Source: an optimization exercise on an open RTL-to-GDS flow (aim: small area, a short achievable clock period and few clock cycles per item). Production flows keep margins and buffers that such runs may drop.
RTL that was checked went through simulation tests only; none was proved equivalent to the original.
Power and IR drop assume default switching activity.

## delta
==> module nvme_prp_list_walker_unit, before the edit <==
module nvme_prp_list_walker_unit (
    input  logic          aclk,
    input  logic          aresetn,
    input  logic          cfg_valid,
    output logic          cfg_ready,
    input  logic [4:0]    cfg_data,      
    input  logic          s_tvalid,
    output logic          s_tready,
    input  logic [223:0]  s_tdata,       
    input  logic          s_tuser,       
    output logic          m_tvalid,
    input  logic          m_tready,
    output logic [95:0]   m_tdata,       
    output logic [1:0]    m_tuser,       
    output logic          m_tlast        
);
    localparam logic [1:0] LEN_ZERO = 2'd0;
    localparam logic [1:0] LEN_PAGE = 2'd1;
    localparam logic [1:0] LEN_LEFT = 2'd2;
    logic [3:0]  sh_reg;
    logic        walking_reg;
    logic        valid_reg;      
    logic        more_reg;       
    logic        sub_reg;        
    logic [31:0] left_reg;
    logic [63:0] fetch_reg;
    logic [23:0] slot_reg;
    logic [63:0] res_addr_reg;
    logic [1:0]  res_kind_reg;
    logic [1:0]  res_len_reg;
    logic [63:0] in_first, in_second, in_entry;
    logic [31:0] in_count;
    logic        is_start;
    logic [15:0] sh_hot;   
    logic [31:0] m_eq0;    
    logic [31:0] m_eq1;    
    logic [31:0] m_lo0;    
    logic [31:0] m_lo1;    
    logic [31:0] m_hi1;    
    logic [31:0] m_hi2;    
    logic [23:0] m_slot;   
    logic [27:0] page;
    logic        l_gt_p;
    logic        slot_ge_last;
    logic        ent_two;      
    logic        ent_fetch;    
    logic [63:0] fetch_inc;
    logic [31:0] left_hi;
    logic [31:0] left_sub_p;
    logic        c_gt_p;
    logic        c_gt_2p;
    logic        c_nz;
    logic        e_zero;
    logic        accept;
    logic        pop;
    logic        next;
    assign in_first  = s_tdata[63:0];
    assign in_second = s_tdata[127:64];
    assign in_count  = s_tdata[159:128];
    assign in_entry  = s_tdata[223:160];
    assign is_start  = (s_tuser == KIND_START);
    always_comb begin
        for (int i = 0; i < 16; i++) sh_hot[i] = (sh_reg == 4'(i));
        m_eq0 = 32'({sh_hot, 12'd0});
        m_eq1 = 32'({sh_hot, 13'd0});
        m_lo0[0] = 1'b1;
        for (int i = 1; i < 32; i++) m_lo0[i] = m_lo0[i-1] & ~m_eq0[i-1];
        m_lo0 = m_lo0 & ~m_eq0;
        for (int i = 0; i < 32; i++) m_lo0[i] = (i < 12) ? 1'b1 : m_lo0[i];
        m_lo1 = {m_lo0[30:0], 1'b1};
        m_hi1 = ~(m_lo0 | m_eq0);
        m_hi2 = ~(m_lo1 | m_eq1);
        m_slot = m_lo0[26:3];
    end
    assign page = m_eq0[27:0];
    assign l_gt_p       = (|(left_reg & m_hi1)) || ((|(left_reg & m_eq0)) && (|(left_reg & m_lo0)));
    assign slot_ge_last = (|(slot_reg & ~m_slot)) || (&(slot_reg | ~m_slot));
    assign ent_fetch    = walking_reg && slot_ge_last && l_gt_p;
    assign ent_two      = walking_reg && !slot_ge_last && l_gt_p;
    assign fetch_inc    = {fetch_reg[63:3] + 61'd1, fetch_reg[2:0]};
    assign left_hi = left_reg & ~m_lo0;
    always_comb begin
        logic any;
        any = 1'b0;
        for (int i = 0; i < 32; i++) begin
            left_sub_p[i] = left_reg[i] ^ (!m_lo0[i] && !any);
            any = any | left_hi[i];
        end
    end
    assign c_gt_p  = (|(in_count & m_hi1)) || ((|(in_count & m_eq0)) && (|(in_count & m_lo0)));
    assign c_gt_2p = (|(in_count & m_hi2)) || ((|(in_count & m_eq1)) && (|(in_count & m_lo1)));
    assign c_nz    = |in_count;
    assign e_zero  = ~|in_entry;
    assign cfg_ready = 1'b1;
    assign m_tvalid  = valid_reg;
    assign pop       = valid_reg && m_tready;
    assign next      = pop && more_reg;
    assign s_tready  = !valid_reg || (m_tready && !more_reg);
    assign accept    = s_tvalid && s_tready;
    assign m_tuser        = res_kind_reg;
    assign m_tlast        = !more_reg;
    assign m_tdata[95:92] = 4'b0;
    assign m_tdata[63:0]  = res_addr_reg;
    always_comb begin
        case (res_len_reg)
            LEN_PAGE: m_tdata[91:64] = page;
            LEN_LEFT: m_tdata[91:64] = left_reg[27:0];
            default:  m_tdata[91:64] = 28'd0;
        endcase
    end
    always_ff @(posedge aclk) begin
        if (next) begin
            res_addr_reg <= fetch_reg;
            res_kind_reg <= walking_reg ? RES_FETCH : RES_SEGMENT;
            res_len_reg  <= walking_reg ? LEN_ZERO : LEN_LEFT;
        end else if (accept) begin
            if (is_start) begin
                res_kind_reg <= RES_SEGMENT;
                res_addr_reg <= in_first;
                res_len_reg  <= c_gt_p ? LEN_PAGE : LEN_LEFT;
            end else begin
                res_addr_reg <= walking_reg ? in_entry : 64'd0;
                if (!walking_reg) begin
                    res_kind_reg <= RES_UNEXPECTED;
                    res_len_reg  <= LEN_ZERO;
                end else if (e_zero) begin
                    res_kind_reg <= RES_NULL;
                    res_len_reg  <= LEN_ZERO;
                end else if (ent_fetch) begin
                    res_kind_reg <= RES_FETCH;
                    res_len_reg  <= LEN_ZERO;
                end else begin
                    res_kind_reg <= RES_SEGMENT;
                    res_len_reg  <= ent_two ? LEN_PAGE : LEN_LEFT;
                end
            end
        end
        if (sub_reg) begin
            left_reg <= left_sub_p;
        end else if (accept) begin
            if (is_start) begin
                left_reg  <= in_count;
                fetch_reg <= in_second;
                slot_reg  <= '0;
            end else if (!e_zero) begin
                if (ent_fetch) begin
                    fetch_reg <= in_entry;
                    slot_reg  <= '0;
                end else if (ent_two) begin
                    left_reg  <= left_sub_p;
                    fetch_reg <= fetch_inc;
                    slot_reg  <= slot_reg + 24'd1;
                end
            end
        end
        if (!aresetn) begin
            sh_reg      <= '0;
            walking_reg <= 1'b0;
            valid_reg   <= 1'b0;
            more_reg    <= 1'b0;
            sub_reg     <= 1'b0;
        end else begin
            if (cfg_valid) begin
                if (cfg_data < SHIFT_MIN)      sh_reg <= 4'd0;
                else if (cfg_data > SHIFT_MAX) sh_reg <= 4'd15;
                else                           sh_reg <= 4'(cfg_data - SHIFT_MIN);
            end
            sub_reg <= accept && is_start && c_gt_p;
            if (accept) begin
                valid_reg <= !is_start || c_nz;
                more_reg  <= is_start ? c_gt_p : (ent_two && !e_zero);
                if (is_start)
                    walking_reg <= c_gt_2p;
                else if (e_zero || !(ent_fetch || ent_two))
                    walking_reg <= 1'b0;
            end else if (pop) begin
                if (more_reg) more_reg  <= 1'b0;
                else          valid_reg <= 1'b0;
            end
        end
    end
endmodule
export LEC_CHECK = 0
export CAP_MARGIN = 20
export CORE_MARGIN = 2
export CORE_UTILIZATION = 40
export SLEW_MARGIN = 20
create_clock -name core_clock -period 8.5 [get_ports {aclk}]
standard.sh (not shown) runs the stock make flow with config.mk's settings and CLKGATE_MAP_FILE= SYNTH_SCRIPT=/design/flow/synth_recipe.tcl, a recipe that flattens the netlist after the stock synthesis.
==> flow/flow/run.sh <==
#!/bin/bash
# The standard layout (standard.sh), with: port buffers of the smallest buffer cell,
# the settings below, and (if flow/abc_speed.script exists) that ABC mapping script in
# place of ORFS's. Each tool's output stays in its ORFS log; make's output in standard.log.
set -e
if [ -f flow/abc_speed.script ]; then
  rm -rf orfs_scripts
  cp -r "$FLOW_HOME/scripts" orfs_scripts
  cp flow/abc_speed.script orfs_scripts/abc_speed.script
fi
export BUFFER_PORTS_ARGS="-buffer_cell sky130_fd_sc_hd__buf_1"
bash standard.sh  SETUP_SLACK_MARGIN=4.5 finish > standard.log 2>&1
Testbench counts of delta, summed over its fixed seeds: cycles 23,383, items 12,000.
Changes in gamma relative to delta:
diff --git a/flow/design.v b/flow/design.v
--- a/flow/design.v
+++ b/flow/design.v
@@ -103,18 +103,30 @@
     assign l_gt_p       = (|(left_reg & m_hi1)) || ((|(left_reg & m_eq0)) && (|(left_reg & m_lo0)));
     assign slot_ge_last = (|(slot_reg & ~m_slot)) || (&(slot_reg | ~m_slot));
     assign ent_fetch    = walking_reg && slot_ge_last && l_gt_p;
     assign ent_two      = walking_reg && !slot_ge_last && l_gt_p;
-    assign fetch_inc    = {fetch_reg[63:3] + 61'd1, fetch_reg[2:0]};
-    assign left_hi = left_reg & ~m_lo0;
-    always_comb begin
-        logic any;
-        any = 1'b0;
-        for (int i = 0; i < 32; i++) begin
-            left_sub_p[i] = left_reg[i] ^ (!m_lo0[i] && !any);
-            any = any | left_hi[i];
-        end
-    end
+    logic [23:0] slot_inc;
+    function automatic logic [63:0] prefix_and(input logic [63:0] a);
+        logic [63:0] p;
+        p = a;
+        for (int i = 1; i <= 6; i++)
+            for (int j = (1 << i) - 1; j < 64; j = j + (1 << i))
+                p[j] = p[j] & p[j - (1 << (i - 1))];
+        for (int i = 6; i > 0; i = i - 1)
+            for (int j = (1 << i) + (1 << (i - 1)) - 1; j < 64; j = j + (1 << i))
+                p[j] = p[j] & p[j - (1 << (i - 1))];
+        prefix_and = p;
+    endfunction
+    logic [63:0] fetch_all;
+    logic [63:0] slot_all;
+    assign fetch_all = prefix_and({3'b000, fetch_reg[63:3]});
+    assign slot_all  = prefix_and({40'd0, slot_reg});
+    assign fetch_inc = {fetch_reg[63:3] ^ {fetch_all[59:0], 1'b1}, fetch_reg[2:0]};
+    assign slot_inc  = slot_reg ^ {slot_all[22:0], 1'b1};
+    logic [63:0] left_none;    
+    assign left_hi   = left_reg & ~m_lo0;
+    assign left_none = prefix_and({32'hFFFF_FFFF, ~left_hi});
+    assign left_sub_p = left_reg ^ (~m_lo0 & {left_none[30:0], 1'b1});
     assign c_gt_p  = (|(in_count & m_hi1)) || ((|(in_count & m_eq0)) && (|(in_count & m_lo0)));
     assign c_gt_2p = (|(in_count & m_hi2)) || ((|(in_count & m_eq1)) && (|(in_count & m_lo1)));
     assign c_nz    = |in_count;
     assign e_zero  = ~|in_entry;
Findings:
- gamma vs delta: met3 wire length down by more than 10%
- Against delta, gamma reports a signal arrival time at the worst endpoint that is higher.
- Worst hold slack for gamma is higher than for delta.
- | final cycle utilization of the critical path | higher: gamma |
- Proportion of final cell area spent on non-clock buffers: delta vs gamma, no meaningful difference
- Diff delta -> gamma | leakage power of the design | up by a few percent
- Clock power sits higher in gamma than in delta.
- Of the two values seen for standard cell with the maximum stage delay on the critical path, sky130_fd_sc_hd__o21ai_2 was produced by gamma and sky130_fd_sc_hd__o21ai_4 by delta.
- Relative to delta, internal power consumption has decreased by 0.53% in gamma.
- Delta (gamma minus delta): multi-input combinational cell area has decreased, die boundary width decreased by 0.96 µm relative to the old numbers, share of total power in combinational logic fell by 0.9 points, layout inverter count without the clock tree grew by 6.3%.
- The maximum frequency of gamma falls short of that of delta by about 0.7%.
No functional check of the RTL was part of gamma.


nvme_prp_list_walker_unit, a different RTL version from the one above (not shown whole).
Size: about 1200 cells after synthesis, ~200 flip-flops, about 340 I/O pins.
==> module nvme_prp_list_walker_unit, before the edit <==
module nvme_prp_list_walker_unit (
    input  logic          aclk,
    input  logic          aresetn,
    input  logic          cfg_valid,
    output logic          cfg_ready,
    input  logic [4:0]    cfg_data,      
    input  logic          s_tvalid,
    output logic          s_tready,
    input  logic [223:0]  s_tdata,       
    input  logic          s_tuser,       
    output logic          m_tvalid,
    input  logic          m_tready,
    output logic [95:0]   m_tdata,       
    output logic [1:0]    m_tuser,       
    output logic          m_tlast        
);
    localparam logic [1:0] LEN_ZERO = 2'd0;
    localparam logic [1:0] LEN_PAGE = 2'd1;
    localparam logic [1:0] LEN_LEFT = 2'd2;
    logic [3:0]  sh_reg;
    logic        walking_reg;
    logic        valid_reg;      
    logic        more_reg;       
    logic        sub_reg;        
    logic [31:0] left_reg;
    logic [63:0] fetch_reg;
    logic [23:0] slot_reg;
    logic [63:0] res_addr_reg;
    logic [1:0]  res_kind_reg;
    logic [1:0]  res_len_reg;
    logic [63:0] in_first, in_second, in_entry;
    logic [31:0] in_count;
    logic        is_start;
    logic [15:0] sh_hot;   
    logic [31:0] m_eq0;    
    logic [31:0] m_eq1;    
    logic [31:0] m_lo0;    
    logic [31:0] m_lo1;    
    logic [31:0] m_hi1;    
    logic [31:0] m_hi2;    
    logic [23:0] m_slot;   
    logic [27:0] page;
    logic        l_gt_p;
    logic        slot_ge_last;
    logic        ent_two;      
    logic        ent_fetch;    
    logic [63:0] fetch_inc;
    logic [31:0] left_hi;
    logic [31:0] left_sub_p;
    logic        c_gt_p;
    logic        c_gt_2p;
    logic        c_nz;
    logic        e_zero;
    logic        accept;
    logic        pop;
    logic        next;
    assign in_first  = s_tdata[63:0];
    assign in_second = s_tdata[127:64];
    assign in_count  = s_tdata[159:128];
    assign in_entry  = s_tdata[223:160];
    assign is_start  = (s_tuser == KIND_START);
    always_comb begin
        for (int i = 0; i < 16; i++) sh_hot[i] = (sh_reg == 4'(i));
        m_eq0 = 32'({sh_hot, 12'd0});
        m_eq1 = 32'({sh_hot, 13'd0});
        m_lo0[0] = 1'b1;
        for (int i = 1; i < 32; i++) m_lo0[i] = m_lo0[i-1] & ~m_eq0[i-1];
        m_lo0 = m_lo0 & ~m_eq0;
        for (int i = 0; i < 32; i++) m_lo0[i] = (i < 12) ? 1'b1 : m_lo0[i];
        m_lo1 = {m_lo0[30:0], 1'b1};
        m_hi1 = ~(m_lo0 | m_eq0);
        m_hi2 = ~(m_lo1 | m_eq1);
        m_slot = m_lo0[26:3];
    end
    assign page = m_eq0[27:0];
    assign l_gt_p       = (|(left_reg & m_hi1)) || ((|(left_reg & m_eq0)) && (|(left_reg & m_lo0)));
    assign slot_ge_last = (|(slot_reg & ~m_slot)) || (&(slot_reg | ~m_slot));
    assign ent_fetch    = walking_reg && slot_ge_last && l_gt_p;
    assign ent_two      = walking_reg && !slot_ge_last && l_gt_p;
    logic [23:0] slot_inc;
    always_comb begin
        logic c;
        c = 1'b1;
        fetch_inc[2:0] = fetch_reg[2:0];
        for (int i = 3; i < 64; i++) begin
            fetch_inc[i] = fetch_reg[i] ^ c;
            c = c & fetch_reg[i];
        end
        c = 1'b1;
        for (int i = 0; i < 24; i++) begin
            slot_inc[i] = slot_reg[i] ^ c;
            c = c & slot_reg[i];
        end
    end
    assign left_hi = left_reg & ~m_lo0;
    always_comb begin
        logic any;
        any = 1'b0;
        for (int i = 0; i < 32; i++) begin
            left_sub_p[i] = left_reg[i] ^ (!m_lo0[i] && !any);
            any = any | left_hi[i];
        end
    end
    assign c_gt_p  = (|(in_count & m_hi1)) || ((|(in_count & m_eq0)) && (|(in_count & m_lo0)));
    assign c_gt_2p = (|(in_count & m_hi2)) || ((|(in_count & m_eq1)) && (|(in_count & m_lo1)));
    assign c_nz    = |in_count;
    assign e_zero  = ~|in_entry;
    assign cfg_ready = 1'b1;
    assign m_tvalid  = valid_reg;
    assign pop       = valid_reg && m_tready;
    assign next      = pop && more_reg;
    assign s_tready  = !valid_reg || (m_tready && !more_reg);
    assign accept    = s_tvalid && s_tready;
    assign m_tuser        = res_kind_reg;
    assign m_tlast        = !more_reg;
    assign m_tdata[95:92] = 4'b0;
    assign m_tdata[63:0]  = res_addr_reg;
    always_comb begin
        case (res_len_reg)
            LEN_PAGE: m_tdata[91:64] = page;
            LEN_LEFT: m_tdata[91:64] = left_reg[27:0];
            default:  m_tdata[91:64] = 28'd0;
        endcase
    end
    always_ff @(posedge aclk) begin
        if (next) begin
            res_addr_reg <= fetch_reg;
            res_kind_reg <= walking_reg ? RES_FETCH : RES_SEGMENT;
            res_len_reg  <= walking_reg ? LEN_ZERO : LEN_LEFT;
        end else if (accept) begin
            if (is_start) begin
                res_kind_reg <= RES_SEGMENT;
                res_addr_reg <= in_first;
                res_len_reg  <= c_gt_p ? LEN_PAGE : LEN_LEFT;
            end else begin
                res_addr_reg <= walking_reg ? in_entry : 64'd0;
                if (!walking_reg) begin
                    res_kind_reg <= RES_UNEXPECTED;
                    res_len_reg  <= LEN_ZERO;
                end else if (e_zero) begin
                    res_kind_reg <= RES_NULL;
                    res_len_reg  <= LEN_ZERO;
                end else if (ent_fetch) begin
                    res_kind_reg <= RES_FETCH;
                    res_len_reg  <= LEN_ZERO;
                end else begin
                    res_kind_reg <= RES_SEGMENT;
                    res_len_reg  <= ent_two ? LEN_PAGE : LEN_LEFT;
                end
            end
        end
        if (sub_reg) begin
            left_reg <= left_sub_p;
        end else if (accept) begin
            if (is_start) begin
                left_reg  <= in_count;
                fetch_reg <= in_second;
                slot_reg  <= '0;
            end else if (!e_zero) begin
                if (ent_fetch) begin
                    fetch_reg <= in_entry;
                    slot_reg  <= '0;
                end else if (ent_two) begin
                    left_reg  <= left_sub_p;
                    fetch_reg <= fetch_inc;
                    slot_reg  <= slot_reg + 24'd1;
                end
            end
        end
        if (!aresetn) begin
            sh_reg      <= '0;
            walking_reg <= 1'b0;
            valid_reg   <= 1'b0;
            more_reg    <= 1'b0;
            sub_reg     <= 1'b0;
        end else begin
            if (cfg_valid) begin
                if (cfg_data < SHIFT_MIN)      sh_reg <= 4'd0;
                else if (cfg_data > SHIFT_MAX) sh_reg <= 4'd15;
                else                           sh_reg <= 4'(cfg_data - SHIFT_MIN);
            end
            sub_reg <= accept && is_start && c_gt_p;
            if (accept) begin
                valid_reg <= !is_start || c_nz;
                more_reg  <= is_start ? c_gt_p : (ent_two && !e_zero);
                if (is_start)
                    walking_reg <= c_gt_2p;
                else if (e_zero || !(ent_fetch || ent_two))
                    walking_reg <= 1'b0;
            end else if (pop) begin
                if (more_reg) more_reg  <= 1'b0;
                else          valid_reg <= 1'b0;
            end
        end
    end
endmodule
Settings: LEC_CHECK=0, CAP_MARGIN=20, CORE_MARGIN=2, CORE_UTILIZATION=40, SLEW_MARGIN=20; clock period 8.5 ns.
==> flow/flow/run.sh <==
#!/bin/bash
# The standard layout (standard.sh), with: port buffers of the smallest buffer cell,
# the settings below, and (if flow/abc_speed.script exists) that ABC mapping script in
# place of ORFS's. Each tool's output stays in its ORFS log; make's output in standard.log.
set -e
if [ -f flow/abc_speed.script ]; then
  rm -rf orfs_scripts
  cp -r "$FLOW_HOME/scripts" orfs_scripts
  cp flow/abc_speed.script orfs_scripts/abc_speed.script
fi
export BUFFER_PORTS_ARGS="-buffer_cell sky130_fd_sc_hd__buf_1"
bash standard.sh SCRIPTS_DIR=$PWD/orfs_scripts SETUP_SLACK_MARGIN=4.5 finish > standard.log 2>&1
==> flow/flow/abc_speed.script <==
strash
&get -n
&st
&dch
&nf -R 1000
&put
The starting point produced a layout that fails on setup timing.
Then changed:
--- a/flow/design.v
+++ b/flow/design.v
@@ -102,25 +102,11 @@
     assign page = m_eq0[27:0];
     assign l_gt_p       = (|(left_reg & m_hi1)) || ((|(left_reg & m_eq0)) && (|(left_reg & m_lo0)));
     assign slot_ge_last = (|(slot_reg & ~m_slot)) || (&(slot_reg | ~m_slot));
     assign ent_fetch    = walking_reg && slot_ge_last && l_gt_p;
     assign ent_two      = walking_reg && !slot_ge_last && l_gt_p;
-    logic [23:0] slot_inc;
-    always_comb begin
-        logic c;
-        c = 1'b1;
-        fetch_inc[2:0] = fetch_reg[2:0];
-        for (int i = 3; i < 64; i++) begin
-            fetch_inc[i] = fetch_reg[i] ^ c;
-            c = c & fetch_reg[i];
-        end
-        c = 1'b1;
-        for (int i = 0; i < 24; i++) begin
-            slot_inc[i] = slot_reg[i] ^ c;
-            c = c & slot_reg[i];
-        end
-    end
+    assign fetch_inc    = {fetch_reg[63:3] + 61'd1, fetch_reg[2:0]};
     assign left_hi = left_reg & ~m_lo0;
     always_comb begin
         logic any;
         any = 1'b0;
         for (int i = 0; i < 32; i++) begin
The changed run completed without violations.
Utilization falls by 4.8 points.
Hold slack gets worse by 0.0064 ns.
Combinational power falls by 5.2%.
First-iteration DRC count came out higher by 16%.
Routed wire length came out higher by 6.5%.
Critical path depth decreases by 56.
Testbench counts after the change, summed over its fixed seeds: cycles 23,383, items 12,000.
For the first run of this note, only the layout was checked, not whether the RTL still works.

## port drivers added, routing unchanged
In the flow no input, the clock included, has a driving cell. The finished layouts below were timed again as built, in two steps.
Step 1 (the two cells are an assumption about what drives the block):
set clk [get_ports {aclk}]
set_driving_cell -lib_cell sky130_fd_sc_hd__clkbuf_16 $clk
set_driving_cell -lib_cell sky130_fd_sc_hd__buf_2 [delete_from_list [all_inputs] $clk]
Step 2 also shifts input and output timing later by t, the mid clock arrival at the registers, as if the neighbouring blocks saw the same clock.
Three values: no drivers, after step 1, after step 2; two values: the first two.
run | t (ns) | setup WS [ns] | clock arrival spread, ns | worst data-port slew with drivers (ns)
delta | 0.506 | 4.552 / 4.505 / 4.178 | 0.013 / 0.013 | 0.09
gamma | 0.511 | 4.522 / 4.497 / 4.176 | 0.020 / 0.020 | 0.10
the first run of note 2 | 0.485 | -1.678 / -1.678 / -1.678 | 0.012 / 0.012 | 0.11
the second run of note 2 | 0.488 | 4.494 / 4.447 / 4.196 | 0.023 / 0.022 | 0.08
For delta, which loses most, drivers alone change the setup slack by -0.047 ns; drivers and shift together by -0.374 ns.
